Background: an optimization exercise with open tools, aiming at small area, a short achievable clock period and few clock cycles. Do not read the settings as production practice.
The RTL was checked by simulation tests, not by an equivalence proof against the original design.
No activity file was given, so power comes from the tool's default toggle rates.

==> design.v <==
package drcm_pkg;
    localparam int LUT_ENTRIES = 256;
    localparam int LUT_SPAN    = LUT_ENTRIES - 1;
    localparam int IDX_W       = $clog2(LUT_ENTRIES);
    localparam int STOP_COUNT  = 6;
    localparam int CHAN_W      = 8;
    localparam int DIST_W      = 16;
    localparam int NUM_W       = DIST_W + IDX_W + 1;
    localparam int PIPE_DEPTH  = 2 + IDX_W + 1;
    localparam int CFG_IDX_W   = 1;
    localparam logic [CFG_IDX_W-1:0] CFG_NEAR_MM = 1'b0;
    localparam logic [CFG_IDX_W-1:0] CFG_FAR_MM  = 1'b1;
    localparam logic [DIST_W-1:0] NEAR_MM_RST = 16'd0;
    localparam logic [DIST_W-1:0] FAR_MM_RST  = 16'd10000;
    typedef struct packed {
        logic [CHAN_W-1:0] blue;
        logic [CHAN_W-1:0] green;
        logic [CHAN_W-1:0] red;
    } t_bgr;
    typedef struct packed {
        logic              black;
        logic [NUM_W-1:0]  rem;
        logic [DIST_W-1:0] den;
    } t_div_beat;
    typedef struct packed {
        logic             black;
        logic [IDX_W-1:0] index;
    } t_idx_beat;
endpackage
module drcm_add #(
    parameter int W = 16
) (
    input  logic [W-1:0] i_a,
    input  logic [W-1:0] i_b,
    input  logic         i_ci,
    output logic [W-1:0] o_s,
    output logic         o_co
);
    logic [W-1:0] t;
    logic [W-1:0] g;
    logic [W-1:0] cg;
    logic [W-1:0] cp;
    always_comb begin
        t = i_a | i_b;
        g = i_a & i_b;
        cg = g;
        cp = t;
        cg[0] = g[0] | (t[0] & i_ci);
        for (int l = 0; (1 << l) < W; l++) begin
            logic [W-1:0] ng;
            logic [W-1:0] np;
            ng = cg;
            np = cp;
            for (int i = 0; i < W; i++) begin
                if ((i >> l) & 1) begin
                    ng[i] = cg[i] | (cp[i] & cg[((i >> l) << l) - 1]);
                    np[i] = cp[i] & cp[((i >> l) << l) - 1];
                end
            end
            cg = ng;
            cp = np;
        end
        o_s  = i_a ^ (i_b ^ {cg[W-2:0], i_ci});
        o_co = cg[W-1];
    end
endmodule
module drcm_div_step #(
    parameter int K = 7
) (
    input  logic [15:0] i_den,
    input  logic [23:0] i_rem,
    input  logic [7:0]  i_quo,
    output logic [23:0] o_rem,
    output logic [7:0]  o_quo
);
    logic [16:0] top;
    logic [16:0] dd;
    logic [16:0] dif;
    logic [16:0] bg;
    logic [16:0] bt;
    assign top = i_rem[K+16:K];
    assign dd  = {1'b0, i_den};
    always_comb begin
        bg = ~top & dd;
        bt = ~top | dd;
        for (int l = 0; l < 5; l++) begin
            logic [16:0] ng;
            logic [16:0] nt;
            ng = bg;
            nt = bt;
            for (int i = 0; i < 17; i++) begin
                if ((i >> l) & 1) begin
                    ng[i] = bg[i] | (bt[i] & bg[((i >> l) << l) - 1]);
                    nt[i] = bt[i] & bt[((i >> l) << l) - 1];
                end
            end
            bg = ng;
            bt = nt;
        end
        dif = top ^ (dd ^ {bg[15:0], 1'b0});
        o_rem = i_rem;
        o_quo = i_quo;
        o_quo[K] = !bg[16];
        if (!bg[16]) o_rem[K+16:K] = dif;
    end
endmodule
module drcm_lut
(
    input  logic       i_black,
    input  logic [7:0] i_index,
    output logic [7:0] o_blue,
    output logic [7:0] o_green,
    output logic [7:0] o_red
);
    logic [23:0] pix;
    always_comb begin
        case (i_index)
            8'd0: pix = {8'd255, 8'd0, 8'd0};
            8'd1: pix = {8'd255, 8'd5, 8'd0};
            8'd2: pix = {8'd255, 8'd10, 8'd0};
            8'd3: pix = {8'd255, 8'd15, 8'd0};
            8'd4: pix = {8'd255, 8'd20, 8'd0};
            8'd5: pix = {8'd255, 8'd25, 8'd0};
            8'd6: pix = {8'd255, 8'd30, 8'd0};
            8'd7: pix = {8'd255, 8'd35, 8'd0};
            8'd8: pix = {8'd255, 8'd40, 8'd0};
            8'd9: pix = {8'd255, 8'd45, 8'd0};
            8'd10: pix = {8'd255, 8'd50, 8'd0};
            8'd11: pix = {8'd255, 8'd55, 8'd0};
            8'd12: pix = {8'd255, 8'd60, 8'd0};
            8'd13: pix = {8'd255, 8'd65, 8'd0};
            8'd14: pix = {8'd255, 8'd70, 8'd0};
            8'd15: pix = {8'd255, 8'd75, 8'd0};
            8'd16: pix = {8'd255, 8'd80, 8'd0};
            8'd17: pix = {8'd255, 8'd85, 8'd0};
            8'd18: pix = {8'd255, 8'd90, 8'd0};
            8'd19: pix = {8'd255, 8'd95, 8'd0};
            8'd20: pix = {8'd255, 8'd100, 8'd0};
            8'd21: pix = {8'd255, 8'd105, 8'd0};
            8'd22: pix = {8'd255, 8'd110, 8'd0};
            8'd23: pix = {8'd255, 8'd115, 8'd0};
            8'd24: pix = {8'd255, 8'd120, 8'd0};
            8'd25: pix = {8'd255, 8'd125, 8'd0};
            8'd26: pix = {8'd255, 8'd130, 8'd0};
            8'd27: pix = {8'd255, 8'd135, 8'd0};
            8'd28: pix = {8'd255, 8'd140, 8'd0};
            8'd29: pix = {8'd255, 8'd145, 8'd0};
            8'd30: pix = {8'd255, 8'd150, 8'd0};
            8'd31: pix = {8'd255, 8'd155, 8'd0};
            8'd32: pix = {8'd255, 8'd160, 8'd0};
            8'd33: pix = {8'd255, 8'd165, 8'd0};
            8'd34: pix = {8'd255, 8'd170, 8'd0};
            8'd35: pix = {8'd255, 8'd175, 8'd0};
            8'd36: pix = {8'd255, 8'd180, 8'd0};
            8'd37: pix = {8'd255, 8'd185, 8'd0};
            8'd38: pix = {8'd255, 8'd190, 8'd0};
            8'd39: pix = {8'd255, 8'd195, 8'd0};
            8'd40: pix = {8'd255, 8'd200, 8'd0};
            8'd41: pix = {8'd255, 8'd205, 8'd0};
            8'd42: pix = {8'd255, 8'd210, 8'd0};
            8'd43: pix = {8'd255, 8'd215, 8'd0};
            8'd44: pix = {8'd255, 8'd220, 8'd0};
            8'd45: pix = {8'd255, 8'd225, 8'd0};
            8'd46: pix = {8'd255, 8'd230, 8'd0};
            8'd47: pix = {8'd255, 8'd235, 8'd0};
            8'd48: pix = {8'd255, 8'd240, 8'd0};
            8'd49: pix = {8'd255, 8'd245, 8'd0};
            8'd50: pix = {8'd255, 8'd250, 8'd0};
            8'd51: pix = {8'd255, 8'd255, 8'd0};
            8'd52: pix = {8'd250, 8'd255, 8'd5};
            8'd53: pix = {8'd245, 8'd255, 8'd10};
            8'd54: pix = {8'd240, 8'd255, 8'd15};
            8'd55: pix = {8'd235, 8'd255, 8'd20};
            8'd56: pix = {8'd230, 8'd255, 8'd25};
            8'd57: pix = {8'd225, 8'd255, 8'd30};
            8'd58: pix = {8'd220, 8'd255, 8'd35};
            8'd59: pix = {8'd215, 8'd255, 8'd40};
            8'd60: pix = {8'd210, 8'd255, 8'd45};
            8'd61: pix = {8'd205, 8'd255, 8'd50};
            8'd62: pix = {8'd200, 8'd255, 8'd55};
            8'd63: pix = {8'd195, 8'd255, 8'd60};
            8'd64: pix = {8'd190, 8'd255, 8'd65};
            8'd65: pix = {8'd185, 8'd255, 8'd70};
            8'd66: pix = {8'd180, 8'd255, 8'd75};
            8'd67: pix = {8'd175, 8'd255, 8'd80};
            8'd68: pix = {8'd170, 8'd255, 8'd85};
            8'd69: pix = {8'd165, 8'd255, 8'd90};
            8'd70: pix = {8'd160, 8'd255, 8'd95};
            8'd71: pix = {8'd155, 8'd255, 8'd100};
            8'd72: pix = {8'd150, 8'd255, 8'd105};
            8'd73: pix = {8'd145, 8'd255, 8'd110};
            8'd74: pix = {8'd140, 8'd255, 8'd115};
            8'd75: pix = {8'd135, 8'd255, 8'd120};
            8'd76: pix = {8'd130, 8'd255, 8'd125};
            8'd77: pix = {8'd125, 8'd255, 8'd130};
            8'd78: pix = {8'd120, 8'd255, 8'd135};
            8'd79: pix = {8'd115, 8'd255, 8'd140};
            8'd80: pix = {8'd110, 8'd255, 8'd145};
            8'd81: pix = {8'd105, 8'd255, 8'd150};
            8'd82: pix = {8'd100, 8'd255, 8'd155};
            8'd83: pix = {8'd95, 8'd255, 8'd160};
            8'd84: pix = {8'd90, 8'd255, 8'd165};
            8'd85: pix = {8'd85, 8'd255, 8'd170};
            8'd86: pix = {8'd80, 8'd255, 8'd175};
            8'd87: pix = {8'd75, 8'd255, 8'd180};
            8'd88: pix = {8'd70, 8'd255, 8'd185};
            8'd89: pix = {8'd65, 8'd255, 8'd190};
            8'd90: pix = {8'd60, 8'd255, 8'd195};
            8'd91: pix = {8'd55, 8'd255, 8'd200};
            8'd92: pix = {8'd50, 8'd255, 8'd205};
            8'd93: pix = {8'd45, 8'd255, 8'd210};
            8'd94: pix = {8'd40, 8'd255, 8'd215};
            8'd95: pix = {8'd35, 8'd255, 8'd220};
            8'd96: pix = {8'd30, 8'd255, 8'd225};
            8'd97: pix = {8'd25, 8'd255, 8'd230};
            8'd98: pix = {8'd20, 8'd255, 8'd235};
            8'd99: pix = {8'd15, 8'd255, 8'd240};
            8'd100: pix = {8'd10, 8'd255, 8'd245};
            8'd101: pix = {8'd5, 8'd255, 8'd250};
            8'd102: pix = {8'd0, 8'd255, 8'd255};
            8'd103: pix = {8'd0, 8'd253, 8'd255};
            8'd104: pix = {8'd0, 8'd251, 8'd255};
            8'd105: pix = {8'd0, 8'd249, 8'd255};
            8'd106: pix = {8'd0, 8'd247, 8'd255};
            8'd107: pix = {8'd0, 8'd246, 8'd255};
            8'd108: pix = {8'd0, 8'd244, 8'd255};
            8'd109: pix = {8'd0, 8'd242, 8'd255};
            8'd110: pix = {8'd0, 8'd240, 8'd255};
            8'd111: pix = {8'd0, 8'd239, 8'd255};
            8'd112: pix = {8'd0, 8'd237, 8'd255};
            8'd113: pix = {8'd0, 8'd235, 8'd255};
            8'd114: pix = {8'd0, 8'd233, 8'd255};
            8'd115: pix = {8'd0, 8'd232, 8'd255};
            8'd116: pix = {8'd0, 8'd230, 8'd255};
            8'd117: pix = {8'd0, 8'd228, 8'd255};
            8'd118: pix = {8'd0, 8'd226, 8'd255};
            8'd119: pix = {8'd0, 8'd225, 8'd255};
            8'd120: pix = {8'd0, 8'd223, 8'd255};
            8'd121: pix = {8'd0, 8'd221, 8'd255};
            8'd122: pix = {8'd0, 8'd219, 8'd255};
            8'd123: pix = {8'd0, 8'd217, 8'd255};
            8'd124: pix = {8'd0, 8'd216, 8'd255};
            8'd125: pix = {8'd0, 8'd214, 8'd255};
            8'd126: pix = {8'd0, 8'd212, 8'd255};
            8'd127: pix = {8'd0, 8'd210, 8'd255};
            8'd128: pix = {8'd0, 8'd209, 8'd255};
            8'd129: pix = {8'd0, 8'd207, 8'd255};
            8'd130: pix = {8'd0, 8'd205, 8'd255};
            8'd131: pix = {8'd0, 8'd203, 8'd255};
            8'd132: pix = {8'd0, 8'd202, 8'd255};
            8'd133: pix = {8'd0, 8'd200, 8'd255};
            8'd134: pix = {8'd0, 8'd198, 8'd255};
            8'd135: pix = {8'd0, 8'd196, 8'd255};
            8'd136: pix = {8'd0, 8'd195, 8'd255};
            8'd137: pix = {8'd0, 8'd193, 8'd255};
            8'd138: pix = {8'd0, 8'd191, 8'd255};
            8'd139: pix = {8'd0, 8'd189, 8'd255};
            8'd140: pix = {8'd0, 8'd187, 8'd255};
            8'd141: pix = {8'd0, 8'd186, 8'd255};
            8'd142: pix = {8'd0, 8'd184, 8'd255};
            8'd143: pix = {8'd0, 8'd182, 8'd255};
            8'd144: pix = {8'd0, 8'd180, 8'd255};
            8'd145: pix = {8'd0, 8'd179, 8'd255};
            8'd146: pix = {8'd0, 8'd177, 8'd255};
            8'd147: pix = {8'd0, 8'd175, 8'd255};
            8'd148: pix = {8'd0, 8'd173, 8'd255};
            8'd149: pix = {8'd0, 8'd172, 8'd255};
            8'd150: pix = {8'd0, 8'd170, 8'd255};
            8'd151: pix = {8'd0, 8'd168, 8'd255};
            8'd152: pix = {8'd0, 8'd166, 8'd255};
            8'd153: pix = {8'd0, 8'd165, 8'd255};
            8'd154: pix = {8'd0, 8'd161, 8'd255};
            8'd155: pix = {8'd0, 8'd158, 8'd255};
            8'd156: pix = {8'd0, 8'd155, 8'd255};
            8'd157: pix = {8'd0, 8'd152, 8'd255};
            8'd158: pix = {8'd0, 8'd148, 8'd255};
            8'd159: pix = {8'd0, 8'd145, 8'd255};
            8'd160: pix = {8'd0, 8'd142, 8'd255};
            8'd161: pix = {8'd0, 8'd139, 8'd255};
            8'd162: pix = {8'd0, 8'd135, 8'd255};
            8'd163: pix = {8'd0, 8'd132, 8'd255};
            8'd164: pix = {8'd0, 8'd129, 8'd255};
            8'd165: pix = {8'd0, 8'd126, 8'd255};
            8'd166: pix = {8'd0, 8'd122, 8'd255};
            8'd167: pix = {8'd0, 8'd119, 8'd255};
            8'd168: pix = {8'd0, 8'd116, 8'd255};
            8'd169: pix = {8'd0, 8'd113, 8'd255};
            8'd170: pix = {8'd0, 8'd110, 8'd255};
            8'd171: pix = {8'd0, 8'd106, 8'd255};
            8'd172: pix = {8'd0, 8'd103, 8'd255};
            8'd173: pix = {8'd0, 8'd100, 8'd255};
            8'd174: pix = {8'd0, 8'd97, 8'd255};
            8'd175: pix = {8'd0, 8'd93, 8'd255};
            8'd176: pix = {8'd0, 8'd90, 8'd255};
            8'd177: pix = {8'd0, 8'd87, 8'd255};
            8'd178: pix = {8'd0, 8'd84, 8'd255};
            8'd179: pix = {8'd0, 8'd80, 8'd255};
            8'd180: pix = {8'd0, 8'd77, 8'd255};
            8'd181: pix = {8'd0, 8'd74, 8'd255};
            8'd182: pix = {8'd0, 8'd71, 8'd255};
            8'd183: pix = {8'd0, 8'd67, 8'd255};
            8'd184: pix = {8'd0, 8'd64, 8'd255};
            8'd185: pix = {8'd0, 8'd61, 8'd255};
            8'd186: pix = {8'd0, 8'd58, 8'd255};
            8'd187: pix = {8'd0, 8'd55, 8'd255};
            8'd188: pix = {8'd0, 8'd51, 8'd255};
            8'd189: pix = {8'd0, 8'd48, 8'd255};
            8'd190: pix = {8'd0, 8'd45, 8'd255};
            8'd191: pix = {8'd0, 8'd42, 8'd255};
            8'd192: pix = {8'd0, 8'd38, 8'd255};
            8'd193: pix = {8'd0, 8'd35, 8'd255};
            8'd194: pix = {8'd0, 8'd32, 8'd255};
            8'd195: pix = {8'd0, 8'd29, 8'd255};
            8'd196: pix = {8'd0, 8'd25, 8'd255};
            8'd197: pix = {8'd0, 8'd22, 8'd255};
            8'd198: pix = {8'd0, 8'd19, 8'd255};
            8'd199: pix = {8'd0, 8'd16, 8'd255};
            8'd200: pix = {8'd0, 8'd12, 8'd255};
            8'd201: pix = {8'd0, 8'd9, 8'd255};
            8'd202: pix = {8'd0, 8'd6, 8'd255};
            8'd203: pix = {8'd0, 8'd3, 8'd255};
            8'd204: pix = {8'd0, 8'd0, 8'd255};
            8'd205: pix = {8'd1, 8'd1, 8'd252};
            8'd206: pix = {8'd2, 8'd2, 8'd250};
            8'd207: pix = {8'd3, 8'd3, 8'd247};
            8'd208: pix = {8'd5, 8'd5, 8'd245};
            8'd209: pix = {8'd6, 8'd6, 8'd242};
            8'd210: pix = {8'd7, 8'd7, 8'd240};
            8'd211: pix = {8'd8, 8'd8, 8'd237};
            8'd212: pix = {8'd10, 8'd10, 8'd235};
            8'd213: pix = {8'd11, 8'd11, 8'd232};
            8'd214: pix = {8'd12, 8'd12, 8'd230};
            8'd215: pix = {8'd13, 8'd13, 8'd227};
            8'd216: pix = {8'd15, 8'd15, 8'd225};
            8'd217: pix = {8'd16, 8'd16, 8'd222};
            8'd218: pix = {8'd17, 8'd17, 8'd220};
            8'd219: pix = {8'd18, 8'd18, 8'd217};
            8'd220: pix = {8'd20, 8'd20, 8'd215};
            8'd221: pix = {8'd21, 8'd21, 8'd212};
            8'd222: pix = {8'd22, 8'd22, 8'd210};
            8'd223: pix = {8'd23, 8'd23, 8'd207};
            8'd224: pix = {8'd25, 8'd25, 8'd205};
            8'd225: pix = {8'd26, 8'd26, 8'd202};
            8'd226: pix = {8'd27, 8'd27, 8'd200};
            8'd227: pix = {8'd28, 8'd28, 8'd197};
            8'd228: pix = {8'd30, 8'd30, 8'd195};
            8'd229: pix = {8'd31, 8'd31, 8'd192};
            8'd230: pix = {8'd32, 8'd32, 8'd190};
            8'd231: pix = {8'd33, 8'd33, 8'd187};
            8'd232: pix = {8'd35, 8'd35, 8'd185};
            8'd233: pix = {8'd36, 8'd36, 8'd182};
            8'd234: pix = {8'd37, 8'd37, 8'd180};
            8'd235: pix = {8'd38, 8'd38, 8'd177};
            8'd236: pix = {8'd40, 8'd40, 8'd175};
            8'd237: pix = {8'd41, 8'd41, 8'd172};
            8'd238: pix = {8'd42, 8'd42, 8'd170};
            8'd239: pix = {8'd43, 8'd43, 8'd167};
            8'd240: pix = {8'd45, 8'd45, 8'd165};
            8'd241: pix = {8'd46, 8'd46, 8'd162};
            8'd242: pix = {8'd47, 8'd47, 8'd160};
            8'd243: pix = {8'd48, 8'd48, 8'd157};
            8'd244: pix = {8'd50, 8'd50, 8'd155};
            8'd245: pix = {8'd51, 8'd51, 8'd152};
            8'd246: pix = {8'd52, 8'd52, 8'd150};
            8'd247: pix = {8'd53, 8'd53, 8'd147};
            8'd248: pix = {8'd55, 8'd55, 8'd145};
            8'd249: pix = {8'd56, 8'd56, 8'd142};
            8'd250: pix = {8'd57, 8'd57, 8'd140};
            8'd251: pix = {8'd58, 8'd58, 8'd137};
            8'd252: pix = {8'd60, 8'd60, 8'd135};
            8'd253: pix = {8'd61, 8'd61, 8'd132};
            8'd254: pix = {8'd62, 8'd62, 8'd130};
            8'd255: pix = {8'd64, 8'd64, 8'd128};
            default: pix = 24'd0;
        endcase
    end
    assign {o_blue, o_green, o_red} = i_black ? 24'd0 : pix;
endmodule
module depth_rainbow_colormap_unit
#(
    parameter int DEPTH_BITS = 24
) (
    input  logic                 i_clk,
    input  logic                 i_rst_n,
    input  logic                 i_depth_valid,
    output logic                 o_depth_ready,
    input  logic [DEPTH_BITS-1:0] i_depth,
    output logic                 o_pixel_valid,
    input  logic                 i_pixel_ready,
    output logic [7:0]           o_blue,
    output logic [7:0]           o_green,
    output logic [7:0]           o_red,
    input  logic                 i_cfg_we,
    input  logic [drcm_pkg::CFG_IDX_W-1:0] i_cfg_idx,
    input  logic [drcm_pkg::DIST_W-1:0]    i_cfg_data
);
    localparam logic [10:1] CUTS = 10'b1111111111;
    localparam int NSTEP = 10;
    localparam logic [1:0] C_DIV = 2'd0, C_ZERO = 2'd1, C_FULL = 2'd2, C_BLACK = 2'd3;
    logic [15:0] r_near;
    logic [15:0] r_far;
    logic [15:0] r_den;
    logic        r_ok;
    logic [16:0] den_full;
    always_ff @(posedge i_clk) begin
        if (!i_rst_n) begin
            r_near <= 16'd0;
            r_far  <= 16'd10000;
        end else if (i_cfg_we) begin
            if (i_cfg_idx[0]) r_far  <= i_cfg_data;
            else              r_near <= i_cfg_data;
        end
    end
    logic den_co;
    drcm_add #(.W(16)) u_den (
        .i_a (r_far), .i_b (~r_near), .i_ci (1'b1),
        .o_s (den_full[15:0]), .o_co (den_co)
    );
    assign den_full[16] = !den_co;
    always_ff @(posedge i_clk) begin
        r_den <= den_full[15:0];
        r_ok  <= !den_full[16] && (den_full[15:0] != 16'd0);
    end
    logic en;
    assign en            = !o_pixel_valid || i_pixel_ready;
    assign o_depth_ready = en;
    logic        in_black;
    logic        in_high;
    logic [16:0] in_diff;
    logic        r1_v;
    logic        r1_black;
    logic        r1_high;
    logic        r1_below;
    logic [15:0] r1_diff;
    assign in_black = i_depth[DEPTH_BITS-1] || (i_depth == '0);
    assign in_high  = |i_depth[DEPTH_BITS-2:16];
    logic in_co;
    drcm_add #(.W(16)) u_diff (
        .i_a (i_depth[15:0]), .i_b (~r_near), .i_ci (1'b1),
        .o_s (in_diff[15:0]), .o_co (in_co)
    );
    assign in_diff[16] = !in_co;
    always_ff @(posedge i_clk) begin
        if (!i_rst_n)  r1_v <= 1'b0;
        else if (en)   r1_v <= i_depth_valid;
    end
    always_ff @(posedge i_clk) begin
        if (en) begin
            r1_black <= in_black;
            r1_high  <= in_high;
            r1_below <= in_diff[16] && !in_high;
            r1_diff  <= in_diff[15:0];
        end
    end
    logic [NSTEP:0] s_v;
    logic [1:0]     s_c [0:NSTEP];
    logic [23:0]    s_r [0:NSTEP];
    logic [7:0]     s_q [0:NSTEP];
    logic [23:0]    s_p;
    logic [1:0]     t_c [1:NSTEP];
    logic [23:0]    t_r [1:NSTEP];
    logic [7:0]     t_q [1:NSTEP];
    logic [23:0]    t_p;
    assign s_v[0] = r1_v;
    assign s_c[0] = C_DIV;
    assign s_r[0] = 24'd0;
    assign s_q[0] = 8'd0;
    logic [15:0] ge_s;
    logic        ge_den;
    logic [23:0] n_s;
    logic [23:0] n_c;
    logic        n_co;
    drcm_add #(.W(16)) u_ge (
        .i_a (r1_diff), .i_b (~r_den), .i_ci (1'b1),
        .o_s (ge_s), .o_co (ge_den)
    );
    always_comb begin
        if (r1_black)                      t_c[1] = C_BLACK;
        else if (r1_below || !r_ok)        t_c[1] = C_ZERO;
        else if (r1_high || ge_den)        t_c[1] = C_FULL;
        else                               t_c[1] = C_DIV;
    end
    always_comb begin
        logic [23:0] x;
        logic [23:0] y;
        logic [23:0] z;
        x = {r1_diff, 8'd0};
        y = {8'hFF, ~r1_diff};
        z = {9'd0, r_den[15:1]};
        n_s = x ^ y ^ z;
        n_c = {((x & y) | (x & z) | (y & z)), 1'b0} ;
    end
    drcm_add #(.W(24)) u_num (
        .i_a (n_s), .i_b (n_c), .i_ci (1'b1),
        .o_s (t_r[1]), .o_co (n_co)
    );
    assign t_q[1] = 8'd0;
    logic [7:0] q_raw [2:9];
    for (genvar j = 2; j <= 9; j++) begin : g_step
        drcm_div_step #(.K(9 - j)) u_step (
            .i_den (r_den),
            .i_rem (s_r[j-1]),
            .i_quo (s_q[j-1]),
            .o_rem (t_r[j]),
            .o_quo (q_raw[j])
        );
        if (j < 9) begin : g_mid
            assign t_q[j] = q_raw[j];
            assign t_c[j] = s_c[j-1];
        end else begin : g_last
            always_comb begin
                case (s_c[j-1])
                    C_ZERO:  t_q[j] = 8'd0;
                    C_FULL:  t_q[j] = 8'd255;
                    C_BLACK: t_q[j] = 8'd0;
                    default: t_q[j] = q_raw[j];
                endcase
            end
            assign t_c[j] = (s_c[j-1] == C_BLACK) ? C_BLACK : C_DIV;
        end
    end
    drcm_lut u_lut (
        .i_black (s_c[9] == C_BLACK),
        .i_index (s_q[9]),
        .o_blue  (t_p[23:16]),
        .o_green (t_p[15:8]),
        .o_red   (t_p[7:0])
    );
    assign t_c[10] = 2'd0;
    assign t_r[10] = 24'd0;
    assign t_q[10] = 8'd0;
    for (genvar j = 1; j <= NSTEP; j++) begin : g_link
        if (CUTS[j]) begin : g_reg
            logic rv;
            always_ff @(posedge i_clk) begin
                if (!i_rst_n) rv <= 1'b0;
                else if (en)  rv <= s_v[j-1];
            end
            assign s_v[j] = rv;
            if (j < NSTEP) begin : g_data
                logic [1:0]  rc;
                logic [23:0] rr;
                logic [7:0]  rq;
                always_ff @(posedge i_clk) begin
                    if (en) begin
                        rc <= t_c[j];
                        rr <= t_r[j];
                        rq <= t_q[j];
                    end
                end
                assign s_c[j] = rc;
                assign s_r[j] = rr;
                assign s_q[j] = rq;
            end else begin : g_pix
                logic [23:0] rp;
                always_ff @(posedge i_clk) begin
                    if (en) rp <= t_p;
                end
                assign s_p = rp;
            end
        end else begin : g_wire
            assign s_v[j] = s_v[j-1];
            if (j < NSTEP) begin : g_data
                assign s_c[j] = t_c[j];
                assign s_r[j] = t_r[j];
                assign s_q[j] = t_q[j];
            end else begin : g_pix
                assign s_p = t_p;
            end
        end
    end
    assign o_pixel_valid = s_v[NSTEP];
    assign {o_blue, o_green, o_red} = s_p;
endmodule
==> flow/run.sh <==
#!/bin/bash
set -euo pipefail
echo 'export BUFFER_PORTS_ARGS = -buffer_cell sky130_fd_sc_hd__buf_2' >> config.mk
bash standard.sh > standard.log 2>&1
==> standard.sh <==
#!/bin/bash
# synth_recipe.tcl (not shown) runs the flow's synth.tcl, then flattens the netlist and writes it again
# the make line also repeats each setting of config.mk as NAME=value (left out here)
make -C /OpenROAD-flow-scripts/flow DESIGN_CONFIG=/design/flow/config.mk WORK_HOME=/design/flow/orfs CLKGATE_MAP_FILE= SYNTH_SCRIPT=/design/flow/synth_recipe.tcl "${@:-finish}"
==> config.mk <==
export PLATFORM = sky130hd
export DESIGN_NAME = depth_rainbow_colormap_unit
export DESIGN_NICKNAME = depth_rainbow_colormap_unit
export VERILOG_FILES = /design/flow/design.v
export SDC_FILE = /design/flow/constraint.sdc
export NUM_CORES = 4
export LEC_CHECK = 0
export ABC_AREA = 1
export CAP_MARGIN = 20
export CORE_MARGIN = 2
export CORE_UTILIZATION = 65
export CTS_CLUSTER_DIAMETER = 100
export CTS_CLUSTER_SIZE = 20
export SETUP_SLACK_MARGIN = 3.2
export SLEW_MARGIN = 20
export SYNTH_MEMORY_MAX_BITS = 16384
export BUFFER_PORTS_ARGS = -buffer_cell sky130_fd_sc_hd__buf_2
==> constraint.sdc <==
create_clock -name core_clock -period 6.0 [get_ports {i_clk}]
set_input_delay 1.2000 -clock core_clock [delete_from_list [all_inputs] [get_ports {i_clk}]]
set_output_delay 1.2000 -clock core_clock [all_outputs]
set_load 0.01 [all_outputs]
==> run_summary.xml, run 1 <==
<?xml version="1.0" encoding="UTF-8"?>
<metrics>
  <group name="clocking">
    <metric name="clk_root_buffer_cell" unit="">clkbuf_16</metric>
    <metric name="tritoncts" unit="">built</metric>
    <metric name="clockBufferDepth" unit="">3</metric>
    <metric name="cts.clk_slew.worst_paths" unit="ns">0.08</metric>
    <metric name="cts_num_sinks" unit="">320</metric>
    <metric name="h-tree-depth" unit="">1</metric>
    <metric name="clock_latency_of_the_later_clocked_register_in_the_worst_skew_pair" unit="ns">0.55</metric>
    <metric name="cts_made_buffers" unit="">20</metric>
  </group>
  <group name="critical_path">
    <metric name="worst-r2r-setup-slack" unit="ns">3.25</metric>
    <metric name="end_kind" unit="">output port</metric>
    <metric name="critical_path.reg2reg.endpoint" unit="">r_ok$_DFF_P_</metric>
    <metric name="cp-start-kind" unit="">primary input</metric>
    <metric name="timing.critical_path.cells" unit="">buf_6, nor2_4, inv_16, buf_6</metric>
    <metric name="timing.reg2reg.worst_path_depth" unit="">18</metric>
    <metric name="timing.critical_path.depth" unit="">4</metric>
    <metric name="worst_setup_path_endpoint" unit="">o_depth_ready</metric>
    <metric name="rr_startpoint" unit="">r_far[0]$_SDFFE_PN0P_</metric>
    <metric name="critPathArrivalTime" unit="ns">1.68</metric>
    <metric name="crit_required" unit="ns">4.80</metric>
    <metric name="critical_path.most_common_cell" unit="">buf_6</metric>
    <metric name="critPathMaxStageDelay" unit="ns">0.21</metric>
    <metric name="critPathBufInv" unit="">3</metric>
    <metric name="critPathTopFamily" unit="">buffers and inverters</metric>
    <metric name="crit_path_max_fanout" unit="">2</metric>
    <metric name="cp_slowest_cell" unit="">nor2_4</metric>
    <metric name="worst-setup-path-type" unit="">in -&gt; out</metric>
    <metric name="worst_setup_path_startpoint" unit="">i_pixel_ready</metric>
  </group>
  <group name="timing">
    <metric name="final.min_clock_period" unit="ns">2.88</metric>
    <metric name="slew_worst_pin" unit="ns">0.888</metric>
    <metric name="rsz0062_at_grt" unit="">true</metric>
    <metric name="finClkSkew" unit="ns">0.0235</metric>
    <metric name="drv_slew" unit="">0</metric>
    <metric name="finalSetupViolations" unit="">0</metric>
    <metric name="setup-tns-final" unit="ns">0</metric>
    <metric name="final.setup.worst_slack" unit="ns">3.12</metric>
    <metric name="endpoints_failing_hold" unit="">0</metric>
    <metric name="max_freq" unit="GHz">0.347</metric>
    <metric name="slew_headroom" unit="%">40.8</metric>
    <metric name="post-route-period-util" unit="%">48.0</metric>
  </group>
  <group name="place">
    <metric name="final_hpwl_from_detailed_placement" unit="mm">38.1</metric>
    <metric name="preCtsSetupSlack" unit="ns">2.57</metric>
    <metric name="placed_insts" unit="">3131</metric>
    <metric name="place.port_buffers" unit="">71</metric>
    <metric name="finalWeightedCongestion" unit="">0.944</metric>
  </group>
  <group name="power">
    <metric name="p_leak" unit="nW">10.9</metric>
    <metric name="power-per-cell-area" unit="nW/um2">505</metric>
    <metric name="ir_drop" unit="mV">0.276</metric>
  </group>
  <group name="route">
    <metric name="routed_wirelength" unit="mm">53.5</metric>
    <metric name="detail_route.vias_per_cell" unit="">5.80</metric>
    <metric name="post-route-drc-count" unit="">0</metric>
    <metric name="antenna_left" unit="">0</metric>
    <metric name="drtIter0Drc" unit="">1611</metric>
    <metric name="route.vias.total" unit="">18727</metric>
    <metric name="wl_per_cell" unit="um">16.6</metric>
    <metric name="drtPass1Iterations" unit="">8</metric>
  </group>
  <group name="floorplanning">
    <metric name="dieWidth" unit="um">184</metric>
    <metric name="fp.coreArea" unit="um2">31600</metric>
    <metric name="initial_utilization" unit="%">66.2</metric>
    <metric name="num_rows" unit="">65</metric>
    <metric name="floorplan.die.height" unit="um">184</metric>
    <metric name="boundaryPins" unit="">72</metric>
    <metric name="dieArea" unit="um2">33700</metric>
  </group>
  <group name="grt">
    <metric name="antenna_found_initial" unit="">0</metric>
    <metric name="gr-total-overflow" unit="">0</metric>
    <metric name="first_pass_grt_wire_length" unit="mm">85.2</metric>
    <metric name="grt_pass1_vias" unit="">18045</metric>
    <metric name="gr-usage-all-layers" unit="%">31.3</metric>
    <metric name="grt_max_degree" unit="">156</metric>
  </group>
  <group name="min_path">
    <metric name="timing.hold.worst.class" unit="">reg -&gt; reg</metric>
  </group>
  <group name="cells_and_area">
    <metric name="most_used_cells_in_the_layout_excluding_fill_and_tap_cells" unit="">nand2_1 (643), inv_1 (401), nor2_1 (322)</metric>
    <metric name="n_fill_cell" unit="">2387</metric>
    <metric name="layout_commonest_cell" unit="">nand2_1</metric>
    <metric name="instances_no_fill" unit="">3229</metric>
    <metric name="n_antenna_cell" unit="">0</metric>
    <metric name="final_layout_size_suffix_gt1_share" unit="%">9.16</metric>
    <metric name="flow.area_growth_from_synthesis" unit="%">8.93</metric>
    <metric name="design.final.nets" unit="">2938</metric>
    <metric name="final_core_utilization" unit="%">72.1</metric>
  </group>
  <group name="synthesis">
    <metric name="netlist.area_leader.share" unit="%">37.3</metric>
    <metric name="mean_instance_size_in_the_synthesized_netlist" unit="um2">7.71</metric>
    <metric name="synth.lib_cells_used.distinct" unit="">53</metric>
    <metric name="synth-main-ff-cell" unit="">edfxtp_1</metric>
    <metric name="post_synth_main_area_contributors" unit="">edfxtp_1 (37%), nand2_1 (12%), inv_1 (7.4%)</metric>
    <metric name="netlist_area_pre_place" unit="um2">21000</metric>
    <metric name="synthCells" unit="">2717</metric>
    <metric name="ys_warn_count" unit="">45</metric>
    <metric name="synth_seq_area_share" unit="%">43.0</metric>
    <metric name="synth_edf_count" unit="">260</metric>
    <metric name="mappedNetlistNets" unit="">2842</metric>
    <metric name="synth-seq-cells" unit="">320</metric>
    <metric name="fraction_of_registers_with_async_set_or_reset_after_synthesis" unit="%">0</metric>
    <metric name="synth_top_area_cell" unit="">edfxtp_1</metric>
  </group>
  <group name="status">
    <metric name="status" unit="">timing/DRC/antenna clean</metric>
  </group>
  <group name="flow_run">
    <metric name="cap_violations" unit="">0</metric>
  </group>
</metrics>
==> worst min path at each step <==
stage / from / endpoint / slack, ns / depth (start not counted)
2_1_floorplan: g_link[1].g_reg.g_data.rc[0]$_SDFFCE_PP1P_ / g_link[2].g_reg.g_data.rc[0]$_DFFE_PP_ / 0.40 / 0
3_3_place_gp: g_link[3].g_reg.g_data.rc[1]$_DFFE_PP_ / g_link[4].g_reg.g_data.rc[1]$_DFFE_PP_ / 0.40 / 0
3_5_place_dp: g_link[3].g_reg.g_data.rr[4]$_DFFE_PP_ / g_link[4].g_reg.g_data.rr[4]$_DFFE_PP_ / 0.40 / 0
4_1_cts: g_link[3].g_reg.g_data.rr[4]$_DFFE_PP_ / g_link[4].g_reg.g_data.rr[4]$_DFFE_PP_ / 0.42 / 0
5_1_grt: g_link[7].g_reg.g_data.rq[7]$_DFFE_PP_ / g_link[8].g_reg.g_data.rq[7]$_DFFE_PP_ / 0.42 / 0
6_report: g_link[3].g_reg.g_data.rr[4]$_DFFE_PP_ / g_link[4].g_reg.g_data.rr[4]$_DFFE_PP_ / 0.41 / 0
==> cell type report <==
cell class | count | area [um2] | area share (%)
flip-flops and latches | 320 | 9030 | 39.6
inverters | 429 | 1680 | 7.35
repair buffers | 136 | 877 | 3.84
well taps | 402 | 503 | 2.20
multi-input cells | 1903 | 10100 | 44.3
clock buffers | 32 | 546 | 2.39
clock inverters | 4 | 45.0 | 0.197
repair inverters | 3 | 26.3 | 0.115
==> stage by stage <==
stage               total power, W  instance area [um2]  hold slack (ns)
floorplan                  0.00845                21000            0.400
global placement           0.00929                21500            0.400
detailed placement         0.00967                21500            0.405
CTS                         0.0111                22300            0.419
global route                0.0125                22800            0.420
finish                      0.0115                22800            0.414
==> power breakdown <==
| group | total, W | leakage (nW) | switching [W] | internal (W) |
|---|---|---|---|---|
| Sequential | 0.00412 | 3.23 | 0.000499 | 0.00362 |
| Clock | 0.00140 | 0.284 | 0.000758 | 0.000640 |
| Combinational | 0.00601 | 7.36 | 0.00382 | 0.00219 |
| Total | 0.0115 | 10.9 | 0.00508 | 0.00646 |
==> Yosys cell counts, drive strengths merged (3+ instances only) <==
cell and n:
a31oi 12, a21boi 10, a21oi 145, o21bai 18
buf 36, dfxtp 60, o221ai 5, o311ai 3
nand4 30, nand3b 17, o211ai 22, inv 425
o31ai 3, clkinv 4, fa 47, edfxtp 260
nand3 189, or2 3, ha 32, xnor2 25
o22ai 6, nor4 5, o21ai 267, xor2 35
nand2 658, a21o 6, clkbuf 30, nor3 16
o2111ai 4, nor2 326, o21a 5
==> repair_timing <==
item	CTS	global route
resized for setup	27	51
pin swaps	4	21
hold buffers	0	0
setup endpoints to repair	115	107
gates cloned	4	0
setup buffers	10	48
==> cells by family after synthesis <==
| kind of cell | synth area share, % |
|---|---|
| AOI/OAI and AO/OA | 13.9 |
| xor gates and xnor gates | 2.51 |
| adders and majority gates | 6.40 |
| and+or+nand+nor | 24.7 |
| buffers and inverters | 9.53 |
| DFF | 43.0 |
==> layer usage <==
metal	routed length (um)	vias to the layer above	GRT usage, %	share of wire, %
li1	-	9123	-	-
met4	1520	0	10.3	2.8
met5	0	-	0	0
met2	26400	808	56.9	49
met1	21900	8669	39.3	41
met3	3620	127	2.99	6.8
==> sequential cells by signal, indices dropped and copies added (netlist names), 10 cells and up <==
signal and flops:
g_link.g_reg.g_data.rc 17, g_link.g_reg.g_data.rq 36, g_link.g_reg.g_data.rr 164, g_link.g_reg.g_pix.rp 24, g_link.g_reg.rv 10, r1_diff 16, r_den 16, r_far 16
r_near 16
Testbench counts, summed over its fixed seeds: cycles 16,088.
==> inputs of run 2 (changes only) <==
--- a/config.mk
+++ b/config.mk
@@ -10,5 +10,6 @@
 export CORE_MARGIN = 2
-export CORE_UTILIZATION = 65
+export CORE_UTILIZATION = 60
 export CTS_CLUSTER_DIAMETER = 100
 export CTS_CLUSTER_SIZE = 20
+export PLACE_DENSITY = 0.8
 export SETUP_SLACK_MARGIN = 3.2
==> run 2 against run 1 <==
Total power grew 0.59%; clock skew shrank 0.0074 ns; clock power grew 3%; critical path depth is the same; via count shrank 0.52%; cell count grew 1.4%; final area grew 0.14%; worst setup slack lost 0.032 ns; hold slack gained 0.0038 ns; critical endpoint unchanged; core utilization shrank 5.8 points; maximum frequency shrank 1.1%.
==> run_summary.xml, run 2 <==
<?xml version="1.0" encoding="UTF-8"?>
<metrics>
  <group name="status">
    <metric name="status" unit="">timing/DRC/antenna clean</metric>
  </group>
  <group name="cells_and_area">
    <metric name="final_layout_size_suffix_gt1_share" unit="%">8.76</metric>
    <metric name="n_antenna_cell" unit="">0</metric>
    <metric name="regMostFlops" unit="">g_link.g_reg.g_data.rr</metric>
    <metric name="design.final.nets" unit="">2930</metric>
    <metric name="most_used_cells_in_the_layout_excluding_fill_and_tap_cells" unit="">nand2_1 (642), inv_1 (404), nor2_1 (323)</metric>
    <metric name="largest_register_ffs" unit="">164</metric>
    <metric name="n_fill_cell" unit="">2763</metric>
    <metric name="flow.area_growth_from_synthesis" unit="%">9.08</metric>
    <metric name="layout_commonest_cell" unit="">nand2_1</metric>
    <metric name="top_regs" unit="">g_link.g_reg.g_data.rr (164), g_link.g_reg.g_data.rq (36), g_link.g_reg.g_pix.rp (24)</metric>
  </group>
  <group name="synthesis">
    <metric name="synth_edf_count" unit="">260</metric>
    <metric name="mappedNetlistNets" unit="">2842</metric>
    <metric name="synth.lib_cells_used.distinct" unit="">53</metric>
    <metric name="synth.top_cells.by_count" unit="">nand2_1 (647), inv_1 (415), nor2_1 (325), edfxtp_1 (260), o21ai_0 (242)</metric>
    <metric name="synth_top_area_cell" unit="">edfxtp_1</metric>
    <metric name="ys_warn_count" unit="">45</metric>
    <metric name="synth-main-ff-cell" unit="">edfxtp_1</metric>
    <metric name="mean_instance_size_in_the_synthesized_netlist" unit="um2">7.71</metric>
    <metric name="synth_seq_area_share" unit="%">43.0</metric>
    <metric name="synthCells" unit="">2717</metric>
    <metric name="synthMostInstantiatedCell" unit="">nand2_1</metric>
    <metric name="synth-seq-cells" unit="">320</metric>
    <metric name="fraction_of_registers_with_async_set_or_reset_after_synthesis" unit="%">0</metric>
    <metric name="netlist.area_leader.share" unit="%">37.3</metric>
    <metric name="netlist_area_pre_place" unit="um2">21000</metric>
    <metric name="post_synth_main_area_contributors" unit="">edfxtp_1 (37%), nand2_1 (12%), inv_1 (7.4%)</metric>
  </group>
  <group name="power">
    <metric name="p_leak" unit="nW">10.9</metric>
    <metric name="fin_total_pwr" unit="W">0.0116</metric>
    <metric name="power-per-cell-area" unit="nW/um2">508</metric>
    <metric name="ir_drop" unit="mV">0.251</metric>
  </group>
  <group name="timing">
    <metric name="drv_slew" unit="">0</metric>
    <metric name="rsz0062_at_grt" unit="">true</metric>
    <metric name="final.min_clock_period" unit="ns">2.91</metric>
    <metric name="setup-tns-final" unit="ns">0</metric>
    <metric name="max_freq" unit="GHz">0.343</metric>
    <metric name="slew_worst_pin" unit="ns">0.922</metric>
    <metric name="post-route-period-util" unit="%">48.5</metric>
    <metric name="finClkSkew" unit="ns">0.0161</metric>
    <metric name="slew_headroom" unit="%">38.0</metric>
    <metric name="endpoints_failing_hold" unit="">0</metric>
    <metric name="finalSetupViolations" unit="">0</metric>
  </group>
  <group name="clocking">
    <metric name="cts.clk_slew.worst_paths" unit="ns">0.08</metric>
    <metric name="tritoncts" unit="">built</metric>
    <metric name="h-tree-depth" unit="">1</metric>
    <metric name="cts_num_sinks" unit="">320</metric>
    <metric name="clk_root_buffer_cell" unit="">clkbuf_16</metric>
    <metric name="cts_made_buffers" unit="">20</metric>
    <metric name="clock_latency_of_the_later_clocked_register_in_the_worst_skew_pair" unit="ns">0.54</metric>
    <metric name="post_cts_hold_buffer_count" unit="">0</metric>
    <metric name="clockBufferDepth" unit="">3</metric>
  </group>
  <group name="critical_path">
    <metric name="critPathArrivalTime" unit="ns">1.71</metric>
    <metric name="critical_path.most_common_cell" unit="">buf_6</metric>
    <metric name="crit_required" unit="ns">4.80</metric>
    <metric name="crit_path_max_fanout" unit="">2</metric>
    <metric name="worst_setup_path_startpoint" unit="">i_pixel_ready</metric>
    <metric name="critPathMaxStageDelay" unit="ns">0.21</metric>
    <metric name="critical_path.reg2reg.endpoint" unit="">r_ok$_DFF_P_</metric>
    <metric name="critPathTopFamily" unit="">buffers and inverters</metric>
    <metric name="timing.critical_path.depth" unit="">4</metric>
    <metric name="worst-setup-path-type" unit="">in -&gt; out</metric>
    <metric name="worst_setup_path_endpoint" unit="">o_depth_ready</metric>
    <metric name="end_kind" unit="">output port</metric>
    <metric name="cp-start-kind" unit="">primary input</metric>
    <metric name="rr_startpoint" unit="">r_far[0]$_SDFFE_PN0P_</metric>
    <metric name="cp_slowest_cell" unit="">nor2_4</metric>
    <metric name="timing.reg2reg.worst_path_depth" unit="">19</metric>
    <metric name="worst-r2r-setup-slack" unit="ns">3.26</metric>
    <metric name="critPathBufInv" unit="">3</metric>
    <metric name="timing.critical_path.cells" unit="">buf_6, nor2_4, inv_16, buf_6</metric>
  </group>
  <group name="place">
    <metric name="final_hpwl_from_detailed_placement" unit="mm">38.5</metric>
    <metric name="place.port_buffers" unit="">71</metric>
    <metric name="finalWeightedCongestion" unit="">0.901</metric>
  </group>
  <group name="grt">
    <metric name="first_pass_grt_wire_length" unit="mm">85.7</metric>
    <metric name="gr-usage-all-layers" unit="%">29.3</metric>
    <metric name="grt_pass1_vias" unit="">17994</metric>
    <metric name="gr-total-overflow" unit="">0</metric>
    <metric name="grt_max_degree" unit="">148</metric>
    <metric name="antenna_found_initial" unit="">0</metric>
  </group>
  <group name="route">
    <metric name="antenna_left" unit="">0</metric>
    <metric name="post-route-drc-count" unit="">0</metric>
    <metric name="route.vias.total" unit="">18630</metric>
    <metric name="detail_route.vias_per_cell" unit="">5.69</metric>
    <metric name="drtIter0Drc" unit="">1831</metric>
    <metric name="drtPass1Iterations" unit="">6</metric>
    <metric name="routed_wirelength" unit="mm">53.6</metric>
    <metric name="wl_per_cell" unit="um">16.4</metric>
  </group>
  <group name="floorplanning">
    <metric name="dieWidth" unit="um">191</metric>
    <metric name="num_rows" unit="">68</metric>
    <metric name="fp.coreArea" unit="um2">34500</metric>
    <metric name="floorplan.die.height" unit="um">191</metric>
    <metric name="boundaryPins" unit="">72</metric>
    <metric name="dieArea" unit="um2">36400</metric>
    <metric name="initial_utilization" unit="%">60.8</metric>
  </group>
  <group name="flow_run">
    <metric name="cap_violations" unit="">0</metric>
  </group>
  <group name="min_path">
    <metric name="timing.hold.worst.class" unit="">reg -&gt; reg</metric>
  </group>
</metrics>
[run 2: layout make-up]
| type | instances | area, um2 | share of cell area, % |
|---|---|---|---|
| inverters | 429 | 1660 | 7.24 |
| repair buffers | 129 | 831 | 3.64 |
| well taps | 455 | 569 | 2.49 |
| repair inverters | 2 | 17.5 | 0.0766 |
| clock buffers | 34 | 596 | 2.61 |
| flip-flops and latches | 320 | 9030 | 39.5 |
| clock inverters | 2 | 17.5 | 0.0766 |
| multi-input cells | 1903 | 10100 | 44.4 |
[run 2: stage by stage]
step | cell area, um2 | worst slack [ns] | hold WS, ns | std cells | util [%]
after floorplan | 21000 | 2.78 | 0.400 | 2717 | -
after global placement | 21600 | 2.64 | 0.401 | 3187 | 62.8
after detailed placement | 21600 | 2.63 | 0.405 | 3187 | 62.8
after CTS | 22400 | 3.06 | 0.422 | 3238 | 65.1
after global routing | 22900 | 3.07 | 0.415 | 3274 | 66.3
final | 22900 | 3.09 | 0.418 | 3274 | 66.3
[run 2: layer usage]
| layer | global-route usage (%) | up-vias | part of all wire [%] |
|---|---|---|---|
| met5 | 0 | - | 0 |
| met4 | 11.2 | 0 | 3.5 |
| met3 | 3.68 | 123 | 7.2 |
| met2 | 52.6 | 727 | 49 |
| met1 | 35.9 | 8672 | 40 |
| li1 | - | 9108 | - |
[run 2: cell families (layout without fill, tap and decap cells)]
logic type               count (synthesis)  after routing  synth area share [%]
AND/OR/NAND/NOR                       1247           1247                  24.7
AO/OA/AOI/OAI                          516            517                  13.9
buffers and inverters                  495            596                  9.53
flip-flops                             320            320                  43.0
adder cells (fa/ha/maj)                 79             79                  6.40
XOR/XNOR                                60             60                  2.51
[run 2: worst min path at each step]
| stage | start | endpoint | slack [ns] | cells past startpoint |
|---|---|---|---|---|
| 6_report | g_link[6].g_reg.g_data.rq[5]$_DFFE_PP_ | g_link[7].g_reg.g_data.rq[5]$_DFFE_PP_ | 0.42 | 0 |
| 5_1_grt | g_link[5].g_reg.g_data.rq[4]$_DFFE_PP_ | g_link[6].g_reg.g_data.rq[4]$_DFFE_PP_ | 0.41 | 0 |
| 4_1_cts | g_link[6].g_reg.g_data.rq[5]$_DFFE_PP_ | g_link[7].g_reg.g_data.rq[5]$_DFFE_PP_ | 0.42 | 0 |
| 3_5_place_dp | g_link[3].g_reg.g_data.rr[1]$_DFFE_PP_ | g_link[4].g_reg.g_data.rr[1]$_DFFE_PP_ | 0.40 | 0 |
| 3_3_place_gp | g_link[3].g_reg.g_data.rr[0]$_DFFE_PP_ | g_link[4].g_reg.g_data.rr[0]$_DFFE_PP_ | 0.40 | 0 |
| 2_1_floorplan | g_link[1].g_reg.g_data.rc[0]$_SDFFCE_PP1P_ | g_link[2].g_reg.g_data.rc[0]$_DFFE_PP_ | 0.40 | 0 |
[run 2: worst register-to-register path: cells and delay by family, from the launching register on]
| family | cells | cell delay (ns) |
|---|---|---|
| adder cells (fa/ha/maj) | 3 | 0.92 |
| AND/OR/NAND/NOR | 13 | 1.24 |
| buffers and inverters | 3 | 0.14 |
| flip-flops | 1 | 0.33 |
[run 2: what timing repair did]
| action | 4_1_cts | 5_1_grt |
|---|---|---|
| cloned | 3 | 0 |
| setup buffers | 12 | 36 |
| setup endpoints to repair | 96 | 112 |
| resized for setup | 24 | 46 |
| pin swaps | 7 | 20 |
[run 2: power breakdown]
| group | leakage [nW] | switching, W | internal [W] |
|---|---|---|---|
| combinational | 7.34 | 0.00386 | 0.00222 |
| clock | 0.294 | 0.000753 | 0.000687 |
| sequential | 3.23 | 0.000468 | 0.00362 |
| total | 10.9 | 0.00508 | 0.00652 |
==> inputs of run 3 (changes only) <==
--- a/config.mk
+++ b/config.mk
@@ -13,3 +13,2 @@
 export CTS_CLUSTER_SIZE = 20
-export PLACE_DENSITY = 0.8
 export SETUP_SLACK_MARGIN = 3.2
@@ -17,2 +16,3 @@
 export SYNTH_MEMORY_MAX_BITS = 16384
+export TNS_END_PERCENT = 20
 export BUFFER_PORTS_ARGS = -buffer_cell sky130_fd_sc_hd__buf_2
==> run 3 against run 2 <==
Still clean; global-route usage fell by 0.086 points; final area fell by 0.45%; die area unchanged; register-to-register slack better by 0.02 ns; sequential cell count unchanged; hold slack improved by 0.0021 ns; non-clock buffer count is 6 lower; maximum frequency is 1.2% higher; total power is 1.5% lower; clock power barely moved; critical path type unchanged.
==> run_summary.xml, run 3 <==
<?xml version="1.0" encoding="UTF-8"?>
<metrics>
  <group name="timing">
    <metric name="finalSetupViolations" unit="">0</metric>
    <metric name="slew_worst_pin" unit="ns">0.956</metric>
    <metric name="finClkSkew" unit="ns">0.0181</metric>
    <metric name="rsz0062_at_grt" unit="">true</metric>
    <metric name="final.min_clock_period" unit="ns">2.88</metric>
    <metric name="post-route-period-util" unit="%">47.9</metric>
    <metric name="setup-tns-final" unit="ns">0</metric>
    <metric name="drv_slew" unit="">0</metric>
    <metric name="endpoints_failing_hold" unit="">0</metric>
    <metric name="max_freq" unit="GHz">0.348</metric>
    <metric name="slew_headroom" unit="%">36.3</metric>
  </group>
  <group name="clocking">
    <metric name="cts.clk_slew.worst_paths" unit="ns">0.08</metric>
    <metric name="cts_made_buffers" unit="">20</metric>
    <metric name="h-tree-depth" unit="">1</metric>
    <metric name="clock_latency_of_the_later_clocked_register_in_the_worst_skew_pair" unit="ns">0.53</metric>
    <metric name="tritoncts" unit="">built</metric>
    <metric name="clockBufferDepth" unit="">3</metric>
    <metric name="cts_num_sinks" unit="">320</metric>
    <metric name="clk_root_buffer_cell" unit="">clkbuf_16</metric>
  </group>
  <group name="place">
    <metric name="finalWeightedCongestion" unit="">0.929</metric>
    <metric name="placed_insts" unit="">3185</metric>
    <metric name="place.port_buffers" unit="">71</metric>
    <metric name="placement.cell_area" unit="um2">21600</metric>
    <metric name="final_hpwl_from_detailed_placement" unit="mm">38.3</metric>
  </group>
  <group name="synthesis">
    <metric name="post_synth_and_or_nand_nor_area_fraction" unit="%">24.7</metric>
    <metric name="synth-compound-area-share" unit="%">13.9</metric>
    <metric name="synth_top_area_cell" unit="">edfxtp_1</metric>
    <metric name="synth_fa_ha_area_share" unit="%">6.40</metric>
    <metric name="fraction_of_registers_with_async_set_or_reset_after_synthesis" unit="%">0</metric>
    <metric name="netlist_area_pre_place" unit="um2">21000</metric>
    <metric name="mappedNetlistNets" unit="">2842</metric>
    <metric name="synthMostInstantiatedCell" unit="">nand2_1</metric>
    <metric name="synth-seq-cells" unit="">320</metric>
    <metric name="synth_top_family_by_area" unit="">simple AND/OR/NAND/NOR gates</metric>
    <metric name="post_synth_main_area_contributors" unit="">edfxtp_1 (37%), nand2_1 (12%), inv_1 (7.4%)</metric>
    <metric name="synth.lib_cells_used.distinct" unit="">53</metric>
    <metric name="ys_warn_count" unit="">45</metric>
    <metric name="synth_xor_area_share" unit="%">2.51</metric>
    <metric name="synth-main-ff-cell" unit="">edfxtp_1</metric>
    <metric name="synth_seq_area_share" unit="%">43.0</metric>
    <metric name="synthMuxAreaShare" unit="%">0</metric>
    <metric name="synthCells" unit="">2717</metric>
    <metric name="synth.top_cells.by_count" unit="">nand2_1 (647), inv_1 (415), nor2_1 (325), edfxtp_1 (260), o21ai_0 (242)</metric>
    <metric name="synth_edf_count" unit="">260</metric>
    <metric name="netlist.area_leader.share" unit="%">37.3</metric>
    <metric name="mean_instance_size_in_the_synthesized_netlist" unit="um2">7.71</metric>
  </group>
  <group name="cells_and_area">
    <metric name="layout_commonest_cell" unit="">nand2_1</metric>
    <metric name="top_regs" unit="">g_link.g_reg.g_data.rr (164), g_link.g_reg.g_data.rq (36), g_link.g_reg.g_pix.rp (24)</metric>
    <metric name="design.final.nets" unit="">2924</metric>
    <metric name="n_antenna_cell" unit="">0</metric>
    <metric name="regMostFlops" unit="">g_link.g_reg.g_data.rr</metric>
    <metric name="layout.cell_area.non_filler" unit="um2">22800</metric>
    <metric name="flow.area_growth_from_synthesis" unit="%">8.59</metric>
    <metric name="most_used_cells_in_the_layout_excluding_fill_and_tap_cells" unit="">nand2_1 (643), inv_1 (404), nor2_1 (323)</metric>
    <metric name="instances_no_fill" unit="">3268</metric>
    <metric name="final_core_utilization" unit="%">66.0</metric>
    <metric name="largest_register_ffs" unit="">164</metric>
    <metric name="final_layout_size_suffix_gt1_share" unit="%">8.28</metric>
  </group>
  <group name="critical_path">
    <metric name="crit_required" unit="ns">4.80</metric>
    <metric name="crit_path_max_fanout" unit="">2</metric>
    <metric name="critPathArrivalTime" unit="ns">1.68</metric>
    <metric name="worst-setup-path-type" unit="">in -&gt; out</metric>
    <metric name="cp-start-kind" unit="">primary input</metric>
    <metric name="end_kind" unit="">output port</metric>
  </group>
  <group name="power">
    <metric name="power-per-cell-area" unit="nW/um2">502</metric>
    <metric name="comb_power_share" unit="%">51.8</metric>
    <metric name="ir_drop" unit="mV">0.340</metric>
    <metric name="switching_power" unit="W">0.00501</metric>
    <metric name="portion_of_total_power_attributed_to_the_clock_network" unit="%">12.3</metric>
    <metric name="seqPwrFrac" unit="%">35.8</metric>
    <metric name="p_sw_share" unit="%">43.8</metric>
    <metric name="p_leak" unit="nW">10.8</metric>
    <metric name="power_report.internal_total" unit="W">0.00642</metric>
  </group>
  <group name="route">
    <metric name="drtPass1Iterations" unit="">7</metric>
    <metric name="wl_per_cell" unit="um">16.4</metric>
    <metric name="drtIter0Drc" unit="">1690</metric>
    <metric name="post-route-drc-count" unit="">0</metric>
    <metric name="routed_wirelength" unit="mm">53.7</metric>
    <metric name="detail_route.vias_per_cell" unit="">5.64</metric>
    <metric name="route.vias.total" unit="">18445</metric>
    <metric name="antenna_left" unit="">0</metric>
  </group>
  <group name="floorplanning">
    <metric name="dieWidth" unit="um">191</metric>
    <metric name="initial_utilization" unit="%">60.8</metric>
    <metric name="dieArea" unit="um2">36400</metric>
    <metric name="fp.coreArea" unit="um2">34500</metric>
    <metric name="num_rows" unit="">68</metric>
    <metric name="floorplan.die.height" unit="um">191</metric>
    <metric name="boundaryPins" unit="">72</metric>
  </group>
  <group name="grt">
    <metric name="grt_pass1_vias" unit="">17589</metric>
    <metric name="grt_max_degree" unit="">149</metric>
    <metric name="antenna_found_initial" unit="">0</metric>
    <metric name="gr-usage-all-layers" unit="%">29.2</metric>
    <metric name="gr-total-overflow" unit="">0</metric>
    <metric name="first_pass_grt_wire_length" unit="mm">85.5</metric>
  </group>
  <group name="status">
    <metric name="status" unit="">timing/DRC/antenna clean</metric>
  </group>
  <group name="min_path">
    <metric name="timing.hold.worst.class" unit="">reg -&gt; reg</metric>
  </group>
  <group name="flow_run">
    <metric name="cap_violations" unit="">0</metric>
  </group>
</metrics>
-- run 3: cell counts after synthesis --
No cell type changed its count.
-- run 3: repair_timing --
item,CTS,global route
gates resized for setup,17,51
setup buffers,11,33
endpoints found under the setup margin,109,140
gates cloned,3,0
hold buffers,0,0
pin swaps,2,16
-- run 3: critical path, cell delays in order --
cell	delay, ns
buf_6	0.10
nor2_4	0.20
inv_12	0.05
buf_6	0.12
-- run 3: kinds of logic after synthesis --
kind of cell / after synthesis
adder cells (fa/ha/maj): 79
flip-flops: 320
AO/OA/AOI/OAI: 516
XOR/XNOR: 60
buffers and inverters: 495
AND/OR/NAND/NOR: 1247
-- run 3: final timing paths --
path / startpoint / end / slack (ns) / cells past startpoint
worst max-delay path: i_pixel_ready / o_depth_ready / 3.12 / 4
worst min-delay path: g_link[7].g_reg.g_data.rc[0]$_DFFE_PP_ / g_link[8].g_reg.g_data.rc[0]$_DFFE_PP_ / 0.42 / 0
worst max register to register: r_den[0]$_DFF_P_ / g_link[3].g_reg.g_data.rr[8]$_DFFE_PP_ / 3.28 / 12
worst min register to register: g_link[7].g_reg.g_data.rc[0]$_DFFE_PP_ / g_link[8].g_reg.g_data.rc[0]$_DFFE_PP_ / 0.42 / 0
-- run 3: stage by stage --
stage               hold WS, ns  setup WS (ns)  total power (W)
floorplan                 0.400           2.78          0.00845
global placement          0.401           2.62          0.00934
detailed placement        0.405           2.58          0.00967
CTS                       0.420           3.03           0.0112
global route              0.423           3.09           0.0124
finish                    0.420           3.12           0.0114
-- run 3: routing by layer --
metal / up-vias / share of wire, % / GRT usage, % / routed length [um]
met3: 103 / 7.3 / 3.86 / 3930
met1: 8544 / 42 / 37.5 / 22300
met4: 0 / 2.0 / 8.80 / 1070
li1: 9089 / - / - / -
met2: 709 / 49 / 51.5 / 26400
met5: - / 0 / 0 / 0
-- run 3: final cells by class --
class                      instances  area (um2)
fill                            2876       11700
multi-input combinational       1903       10100
sequential                       320        9030
inverter                         429        1660
timing repair buffer             123         803
clock buffer                      33         571
tap                              455         569
clock inverter                     3        23.8
timing repair inverter             2        17.5
-- run 3: power by group through the flow --
stage	combinational [W]	sequential [W]	clock [W]
2_1_floorplan	0.00448	0.00398	0
3_3_place_gp	0.00523	0.00411	0
3_5_place_dp	0.00552	0.00415	0
4_1_cts	0.00562	0.00410	0.00144
5_1_grt	0.00674	0.00419	0.00152
6_report	0.00592	0.00410	0.00141
==> inputs of run 4 (changes only) <==
--- a/config.mk
+++ b/config.mk
@@ -16,3 +16,2 @@
 export SYNTH_MEMORY_MAX_BITS = 16384
-export TNS_END_PERCENT = 20
 export BUFFER_PORTS_ARGS = -buffer_cell sky130_fd_sc_hd__buf_2
==> run 4 against run 3 <==
Synthesized cell count unchanged; sequential cell count did not move; worst setup slack worse by 0.0071 ns; clock skew up 0.0060 ns.
==> run_summary.xml, run 4 <==
<?xml version="1.0" encoding="UTF-8"?>
<metrics>
  <group name="status">
    <metric name="status" unit="">timing/DRC/antenna clean</metric>
  </group>
  <group name="critical_path">
    <metric name="worst-setup-path-type" unit="">in -&gt; out</metric>
    <metric name="cp-start-kind" unit="">primary input</metric>
    <metric name="critPathBufInv" unit="">3</metric>
    <metric name="crit_path_max_fanout" unit="">2</metric>
    <metric name="critical_path.reg2reg.endpoint" unit="">r_ok$_DFF_P_</metric>
    <metric name="critPathArrivalTime" unit="ns">1.68</metric>
    <metric name="critical_path.most_common_cell" unit="">buf_6</metric>
    <metric name="cp_slowest_cell" unit="">nor2_4</metric>
    <metric name="rr_startpoint" unit="">r_far[0]$_SDFFE_PN0P_</metric>
    <metric name="critPathMaxStageDelay" unit="ns">0.21</metric>
    <metric name="worst-r2r-setup-slack" unit="ns">3.26</metric>
  </group>
  <group name="synthesis">
    <metric name="mean_instance_size_in_the_synthesized_netlist" unit="um2">7.71</metric>
    <metric name="netlist_area_pre_place" unit="um2">21000</metric>
    <metric name="synth-seq-cells" unit="">320</metric>
    <metric name="synth_top_family_by_area" unit="">simple AND/OR/NAND/NOR gates</metric>
    <metric name="synth_xor_area_share" unit="%">2.51</metric>
    <metric name="synth_edf_count" unit="">260</metric>
    <metric name="mappedNetlistNets" unit="">2842</metric>
    <metric name="synthCells" unit="">2717</metric>
    <metric name="netlist.area_leader.share" unit="%">37.3</metric>
    <metric name="synth_seq_area_share" unit="%">43.0</metric>
    <metric name="synth.top_cells.by_count" unit="">nand2_1 (647), inv_1 (415), nor2_1 (325), edfxtp_1 (260), o21ai_0 (242)</metric>
    <metric name="post_synth_main_area_contributors" unit="">edfxtp_1 (37%), nand2_1 (12%), inv_1 (7.4%)</metric>
    <metric name="synth_fa_ha_area_share" unit="%">6.40</metric>
    <metric name="synth-main-ff-cell" unit="">edfxtp_1</metric>
    <metric name="synth.lib_cells_used.distinct" unit="">53</metric>
  </group>
  <group name="place">
    <metric name="final_hpwl_from_detailed_placement" unit="mm">38.3</metric>
    <metric name="place.port_buffers" unit="">71</metric>
    <metric name="placement.cell_area" unit="um2">21600</metric>
  </group>
  <group name="route">
    <metric name="detail_route.vias_per_cell" unit="">5.64</metric>
    <metric name="wl_per_cell" unit="um">16.3</metric>
    <metric name="drtIter0Drc" unit="">1535</metric>
    <metric name="top_layer_used" unit="">met4</metric>
    <metric name="drtPass1Iterations" unit="">5</metric>
    <metric name="met3_wirelength" unit="mm">3.20</metric>
    <metric name="antenna_left" unit="">0</metric>
    <metric name="routed_wirelength" unit="mm">53.4</metric>
    <metric name="post-route-drc-count" unit="">0</metric>
  </group>
  <group name="grt">
    <metric name="antenna_found_initial" unit="">0</metric>
    <metric name="gr-total-overflow" unit="">0</metric>
    <metric name="grt_pass1_vias" unit="">17776</metric>
  </group>
  <group name="cells_and_area">
    <metric name="design.final.nets" unit="">2938</metric>
    <metric name="regMostFlops" unit="">g_link.g_reg.g_data.rr</metric>
    <metric name="final_layout_size_suffix_gt1_share" unit="%">8.91</metric>
    <metric name="most_used_cells_in_the_layout_excluding_fill_and_tap_cells" unit="">nand2_1 (643), inv_1 (404), nor2_1 (324)</metric>
    <metric name="top_regs" unit="">g_link.g_reg.g_data.rr (164), g_link.g_reg.g_data.rq (36), g_link.g_reg.g_pix.rp (24)</metric>
    <metric name="layout_commonest_cell" unit="">nand2_1</metric>
    <metric name="n_antenna_cell" unit="">0</metric>
    <metric name="flow.area_growth_from_synthesis" unit="%">9.25</metric>
  </group>
  <group name="timing">
    <metric name="slew_worst_pin" unit="ns">0.956</metric>
    <metric name="post-route-period-util" unit="%">48.1</metric>
    <metric name="drv_slew" unit="">0</metric>
    <metric name="endpoints_failing_hold" unit="">0</metric>
    <metric name="final.min_clock_period" unit="ns">2.88</metric>
    <metric name="finClkSkew" unit="ns">0.0241</metric>
  </group>
  <group name="power">
    <metric name="ir_drop" unit="mV">0.331</metric>
    <metric name="power-per-cell-area" unit="nW/um2">505</metric>
    <metric name="p_leak" unit="nW">10.9</metric>
  </group>
  <group name="min_path">
    <metric name="hold_end" unit="">g_link[4].g_reg.g_data.rr[4]$_DFFE_PP_</metric>
    <metric name="timing.hold.worst.class" unit="">reg -&gt; reg</metric>
    <metric name="hp-start" unit="">g_link[3].g_reg.g_data.rr[4]$_DFFE_PP_</metric>
    <metric name="whs_path_depth" unit="">0</metric>
  </group>
  <group name="floorplanning">
    <metric name="fp.coreArea" unit="um2">34500</metric>
    <metric name="initial_utilization" unit="%">60.8</metric>
    <metric name="floorplan.die.height" unit="um">191</metric>
    <metric name="dieWidth" unit="um">191</metric>
  </group>
  <group name="clocking">
    <metric name="cts_made_buffers" unit="">20</metric>
    <metric name="clk_root_buffer_cell" unit="">clkbuf_16</metric>
    <metric name="clock_latency_of_the_later_clocked_register_in_the_worst_skew_pair" unit="ns">0.54</metric>
    <metric name="cts.clk_slew.worst_paths" unit="ns">0.09</metric>
  </group>
</metrics>
run 4: cell count changes in the layout (fill, tap and decap cells not counted), moves of 2 or more:
cell	delta
clkinvlp_4	-2
o21ai_0	-2
a21oi_1	-2
nand2_4	+2
fa_2	+3
buf_4	+16
dfxtp_4	+2
o21ai_2	+2
clkinv_4	+2
fa_1	-3
buf_6	-2
a21oi_2	+2
run 4: stage by stage:
step | power, W | std cells | setup WS, ns
floorplan | 0.00845 | 2717 | 2.78
global placement | 0.00933 | 3187 | 2.63
detailed placement | 0.00967 | 3187 | 2.62
CTS | 0.0112 | 3244 | 3.07
global route | 0.0126 | 3282 | 3.04
finish | 0.0116 | 3282 | 3.12
run 4: power breakdown:
part	internal [W]	total (W)	switching, W
registers	0.00362	0.00410	0.000475
logic	0.00223	0.00603	0.00380
clock network	0.000663	0.00143	0.000769
total	0.00651	0.0116	0.00505
run 4: cell families (layout without fill, tap and decap cells):
kind of cell | count (synthesis) | in the layout
AO/OA/AOI/OAI | 516 | 517
XOR/XNOR | 60 | 60
AND/OR/NAND/NOR | 1247 | 1247
buffers and inverters | 495 | 604
flip-flops | 320 | 320
adder cells (fa/ha/maj) | 79 | 79
run 4: worst reg2reg max path, stage by stage (launching register included):
cell,delay [ns]
dfxtp_2,0.32
inv_2,0.04
ha_4,0.15
inv_2,0.05
fa_2,0.21
nand2_2,0.05
nand3_2,0.08
nand3_2,0.07
nand2_2,0.10
inv_2,0.05
fa_1,0.54
nand3_1,0.09
nor3_1,0.17
nand2_1,0.11
nor3_4,0.21
nand3_1,0.09
nor2_1,0.11
nand2_1,0.06
nor2_1,0.11
nor2_1,0.05
run 4: worst max path at each step:
stage	startpoint	to	slack, ns	cells after the start
after CTS	i_pixel_ready	o_depth_ready	3.07	4
after floorplan	i_pixel_ready	o_depth_ready	2.78	3
after global routing	r_far[0]$_SDFFE_PN0P_	r_ok$_DFF_P_	3.04	19
after global placement	i_depth[0]	r1_diff[8]$_DFFE_PP_	2.63	11
after detailed placement	i_depth[0]	r1_diff[8]$_DFFE_PP_	2.62	11
final	i_pixel_ready	o_depth_ready	3.12	4
run 4: per-layer routing:
layer	global-route usage (%)	vias to the layer above
met5	0	-
met4	8.56	0
met3	3.53	116
met2	52.9	690
met1	36.8	8567
li1	-	9132
run 4: area by class of cell:
class | instances | area (um2)
repair inverters | 3 | 26.3
clock inverters | 3 | 27.5
fillers | 2805 | 11600
clock buffers | 33 | 571
multi-input cells | 1903 | 10100
repair buffers | 136 | 883
well taps | 455 | 569
inverters | 429 | 1670
flip-flops and latches | 320 | 9030
run 4: timing repair:
item                       4_1_cts  5_1_grt
setup endpoints to repair      109      121
pin swaps                        5       21
gates cloned                     4        0
setup buffers                   17       38
resized for setup               26       49

Re-timed with assumed drivers on the ports (clkbuf_16 on the clock, buf_2 on other inputs), run 4 has 3.084 ns of setup slack against 3.117 ns with ideal ports, and 2.724 ns once port delays also move by the mid clock arrival of 0.582 ns.
